This is an optimization exercise on Yosys and OpenROAD, whose aim is small area, not a production implementation.
The RTL was checked by simulation tests, not by an equivalence proof against the original design.
No activity file was given, so power comes from the tool's default toggle rates. The flow treats the clock pin as an ideal source, which a real chip does not have.

Setup of run A:
## timed_rgbw_light_interpolator_top
module timed_rgbw_light_interpolator_top #(
  parameter int unsigned SLOTS = 16
) (
  input  logic        clk_i,
  input  logic        rst_ni,
  input  logic        in_valid_i,
  output logic        in_ready_o,
  input  logic        op_i,
  input  logic [3:0]  entry_index_i,
  input  logic        entry_valid_i,
  input  logic [4:0]  entry_hour_i,
  input  logic [5:0]  entry_minute_i,
  input  logic [7:0]  entry_red_i,
  input  logic [7:0]  entry_green_i,
  input  logic [7:0]  entry_blue_i,
  input  logic [7:0]  entry_white_i,
  input  logic [31:0] now_unix_i,
  input  logic [4:0]  now_hour_i,
  input  logic [5:0]  now_minute_i,
  output logic        out_valid_o,
  input  logic        out_ready_i,
  output logic        active_o,
  output logic [7:0]  level_red_o,
  output logic [7:0]  level_green_o,
  output logic [7:0]  level_blue_o,
  output logic [7:0]  level_white_o
);
==> flow/config.mk <==
export PLATFORM = sky130hd
export DESIGN_NAME = timed_rgbw_light_interpolator_top
export DESIGN_NICKNAME = timed_rgbw_light_interpolator_top
export VERILOG_FILES = /design/flow/design.v
export SDC_FILE = /design/flow/constraint.sdc
export NUM_CORES = 4
export LEC_CHECK = 0
export CAP_MARGIN = 20
export CORE_MARGIN = 2
export CORE_UTILIZATION = 45
export PLACE_DENSITY = 0.6
export SLEW_MARGIN = 20
==> flow/constraint.sdc <==
create_clock -name core_clock -period 12.0 [get_ports {clk_i}]
set_input_delay 2.4000 -clock core_clock [delete_from_list [all_inputs] [get_ports {clk_i}]]
set_output_delay 2.4000 -clock core_clock [all_outputs]
set_load 0.01 [all_outputs]
standard.sh (not shown) runs the stock make flow with config.mk's settings and CLKGATE_MAP_FILE= SYNTH_SCRIPT=/design/flow/synth_recipe.tcl, a recipe that flattens the netlist after the stock synthesis.
==> flow/flow/run.sh <==
#!/bin/bash
# Own layout flow: the standard flow (standard.sh, unchanged synthesis,
# floorplan, power grid and tap cells), with these changes:
#   * ports are buffered with the smallest buffer (buf_1) instead of the default;
#   * clock tree synthesis without dummy loads and with sink clusters of up
#     to 40 flip-flops within 90 um.
# Each tool's full output stays in orfs/logs/; make's own output goes to
# flow_make.log in this folder.
set -euo pipefail
cd "$(dirname "$0")/.."
bash standard.sh \
  BUFFER_PORTS_ARGS="-buffer_cell sky130_fd_sc_hd__buf_1" \
  CTS_ARGS="-sink_clustering_enable -repair_clock_nets -dont_use_dummy_load -sink_clustering_size 40 -sink_clustering_max_diameter 90" \
  finish > flow_make.log 2>&1
Run A was carried through to the last stage, and its layout satisfied the timing, design-rule and antenna checks.
Input-level comparison between run B and run A:
Settings: GPL_TIMING_DRIVEN newly set to 0.
==> flow/flow/run.sh <==
#!/bin/bash
# Own layout flow: the standard flow (standard.sh, unchanged synthesis,
# floorplan, power grid and tap cells), with these changes:
#   * ports are buffered with the smallest buffer (buf_1) instead of the default;
#   * clock tree synthesis without dummy loads and with sink clusters of up
#     to 30 flip-flops within 100 um.
# Each tool's full output stays in orfs/logs/; make's own output goes to
# flow_make.log in this folder.
set -euo pipefail
cd "$(dirname "$0")/.."
bash standard.sh \
  BUFFER_PORTS_ARGS="-buffer_cell sky130_fd_sc_hd__buf_1" \
  CTS_ARGS="-sink_clustering_enable -repair_clock_nets -dont_use_dummy_load -sink_clustering_size 30 -sink_clustering_max_diameter 100" \
  finish > flow_make.log 2>&1
[summary]
Diff run A -> run B: combinational power increased by about 5% relative to the old numbers; net switching share of the total power increased by 0.41 points relative to the old numbers; utilization after layout increased 0.61 points.
Comparing run A and run B, the lower maximum fanout along the worst path was measured on run B.
Run B vs run A: power share of the clock group up in run B
In the flow results for run A and run B, the average vias per placed instance is smaller on run A.
Non-clock buffer count sits higher in run B than in run A.
Worst setup path startpoint = step_q[0]$_DFFE_PP_: run B; worst setup path startpoint = state_q[2]$_DFFE_PN0P_: run A
Sort run A and run B by fmax, descending, and run A comes first.
Looking only at clock-pin transition on the worst setup and hold timing paths, and setting everything else aside, the lower value of run A and run B goes to run B.
Largest net degree at the start of global routing (lower): run B
Against run A, run B comes in about 4% higher on detailed-routed wire length on met2.
Here is what was changed in the inputs of run C compared with run B.
Settings: removing GPL_TIMING_DRIVEN (formerly 0).
Findings:
Every run in the comparison, run B and run C, completed the flow with a clean layout. From run B to run C the numbers moved as follows: layout overhead on the synthesized area shows a reduction of 0.98 points; number of buffers added by the clock tree synthesis step shows an increase of 1. [compare] base=run B new=run C: fraction of power consumed by the clock network now sits higher, post-synth net total now sits at about the same level. Run C against run B: setup slack of the critical path after layout increased 180 ps; filler-free cell count of the finished design down about 2.3%. The final reports for run C and run B show routed wire length lower in the former. Run C vs run B, end point of the critical path: q_q[6]$_DFFE_PP_ vs q_q[0]$_DFFE_PP_. Relative to run B, the first-pass GRT wire length of run C is lower by 1.9 mm. In the tables for run B and run C, largest voltage drop on the vdd net reads lower with run B.


run 1:
Another version of the RTL of timed_rgbw_light_interpolator_top (not shown whole).
For scale: ~2,200 cells after synthesis, about 920 flip-flops, ~0.029 mm2 of cells after synthesis.
## timed_rgbw_light_interpolator_top
module timed_rgbw_light_interpolator_top #(
  parameter int unsigned SLOTS = 16
) (
  input  logic        clk_i,
  input  logic        rst_ni,
  input  logic        in_valid_i,
  output logic        in_ready_o,
  input  logic        op_i,
  input  logic [3:0]  entry_index_i,
  input  logic        entry_valid_i,
  input  logic [4:0]  entry_hour_i,
  input  logic [5:0]  entry_minute_i,
  input  logic [7:0]  entry_red_i,
  input  logic [7:0]  entry_green_i,
  input  logic [7:0]  entry_blue_i,
  input  logic [7:0]  entry_white_i,
  input  logic [31:0] now_unix_i,
  input  logic [4:0]  now_hour_i,
  input  logic [5:0]  now_minute_i,
  output logic        out_valid_o,
  input  logic        out_ready_i,
  output logic        active_o,
  output logic [7:0]  level_red_o,
  output logic [7:0]  level_green_o,
  output logic [7:0]  level_blue_o,
  output logic [7:0]  level_white_o
);
  typedef enum logic [3:0] {
    S_IDLE,
    S_SCANW,    
    S_SCAN,     
    S_SCANE,    
    S_SCAN2W,   
    S_SCAN2,    
    S_TP,       
    S_CHK,      
    S_ADVW,     
    S_ADVS,     
    S_XF,       
    S_CAP0,     
    S_DIV,      
    S_RST,      
    S_FIN
  } state_e;
  state_e state_q, state_d;
  logic [3:0]        pos_q;
  logic [15:0][43:0] mem_q;
  logic [43:0]       head, wdata, pwr;
  logic              init_q, wr, load_take;
  logic              h_valid;
  logic [4:0]        h_hour;
  logic [5:0]        h_min;
  logic [10:0]       h_hm, now_hm;
  assign head    = mem_q[0];
  assign h_valid = head[43];
  assign h_hour  = head[42:38];
  assign h_min   = head[37:32];
  assign h_hm    = head[42:32];
  ...
clock: 12.0 ns
lec_check: 0
cap_margin: 20
core_margin: 2
core_utilization: 45
place_density: 0.6
slew_margin: 20
run.sh (not shown) runs the stock make flow with config.mk's settings and CLKGATE_MAP_FILE= SYNTH_SCRIPT=/design/flow/synth_recipe.tcl, a recipe that flattens the netlist after the stock synthesis.
Stock flow here: none of the scripts above is used.
Edits applied to the flow inputs when going from run 1 to run 2:
==> flow/flow/run.sh (new file) <==
#!/bin/bash
# Own layout flow: the standard flow (standard.sh, unchanged synthesis,
# floorplan, power grid and tap cells), with these changes:
#   * ports are buffered with the smallest buffer (buf_1) instead of the default;
#   * clock tree synthesis without dummy loads and with sink clusters of up
#     to 24 flip-flops within 150 um.
# Each tool's full output stays in orfs/logs/; make's own output goes to
# flow_make.log in this folder.
set -euo pipefail
cd "$(dirname "$0")/.."
bash standard.sh \
  BUFFER_PORTS_ARGS="-buffer_cell sky130_fd_sc_hd__buf_1" \
  CTS_ARGS="-sink_clustering_enable -repair_clock_nets -dont_use_dummy_load -sink_clustering_size 24 -sink_clustering_max_diameter 150" \
  finish > flow_make.log 2>&1
==> flow/standard.sh (new file) <==
#!/bin/bash
# synth_recipe.tcl (not shown) runs the flow's synth.tcl, then flattens the netlist and writes it again
# the make line also repeats each setting of config.mk as NAME=value (left out here)
make -C /OpenROAD-flow-scripts/flow DESIGN_CONFIG=/design/flow/config.mk WORK_HOME=/design/flow/orfs CLKGATE_MAP_FILE= SYNTH_SCRIPT=/design/flow/synth_recipe.tcl "${@:-finish}"
removed: flow/run.sh
==> comparison <==
Between run 2 and run 1, the post-layout minimum cycle time is higher for run 2. Run 2 against run 1: detailed-route wire length lower; number of nets at the end of the flow lost about 1.6%; post-synthesis net count stayed essentially flat; data required time at the worst endpoint now smaller. Looking only at fraction of power spent switching nets, and setting everything else aside, the lower value of run 2 and run 1 goes to run 1.
The following lists how run 3 was set up differently from run 2:
==> flow/flow/run.sh <==
#!/bin/bash
# Own layout flow: the standard flow (standard.sh, unchanged synthesis,
# floorplan, power grid and tap cells), with these changes:
#   * ports are buffered with the smallest buffer (buf_1) instead of the default;
#   * clock tree synthesis without dummy loads and with sink clusters of up
#     to 30 flip-flops within 200 um.
# Each tool's full output stays in orfs/logs/; make's own output goes to
# flow_make.log in this folder.
set -euo pipefail
cd "$(dirname "$0")/.."
bash standard.sh \
  BUFFER_PORTS_ARGS="-buffer_cell sky130_fd_sc_hd__buf_1" \
  CTS_ARGS="-sink_clustering_enable -repair_clock_nets -dont_use_dummy_load -sink_clustering_size 30 -sink_clustering_max_diameter 200" \
  finish > flow_make.log 2>&1
--- outcome ---
Run 3: worst setup slack is 0.037 ns lower than what run 2 reported. Delta (run 3 minus run 2): transition time at the pin with the least slew margin moved down; hold slack moved up; via count level; DRC violation count after routing level. step_q[1] as the source of the critical timing path was reported by run 2, and step_q[2] by run 3.

[re-timing with driven ports]
In the flow no input, the clock included, has a driving cell. The finished layouts below were timed again as built, in two steps. Step 1: set_driving_cell puts a clkbuf_16 on clk_i and a buf_2 on each other input, an assumption about the parent block. Step 2 times the ports against the registers' clock, not the clock port: input delays grow and output delays shrink by t, the midpoint of the rising clock arrivals with the driver on. Slacks: ideal ports / drivers / drivers and shift; pairs: ideal ports / drivers.
| run | t (ns) | slack for setup (ns) | clock arrival spread, ns | slew at the worst register clock pin (ns) |
|---|---|---|---|---|
| run A | 0.625 | 4.642 / 4.642 / 4.642 | 0.087 / 0.087 | 0.13 / 0.13 |
| run B | 0.635 | 4.480 / 4.480 / 4.480 | 0.093 / 0.093 | 0.11 / 0.11 |
| run C | 0.631 | 4.661 / 4.661 / 4.661 | 0.062 / 0.062 | 0.11 / 0.11 |
| run 1 | 0.697 | 4.450 / 4.450 / 4.379 | 0.040 / 0.040 | 0.07 / 0.07 |
| run 2 | 0.629 | 4.253 / 4.253 / 4.253 | 0.057 / 0.058 | 0.11 / 0.11 |
| run 3 | 0.629 | 4.217 / 4.217 / 4.217 | 0.050 / 0.050 | 0.12 / 0.12 |
After both steps setup and hold are still met in every run listed. The setup slack of run 1, which loses most, moves by 0.000 ns with the drivers and by -0.071 ns with both steps.
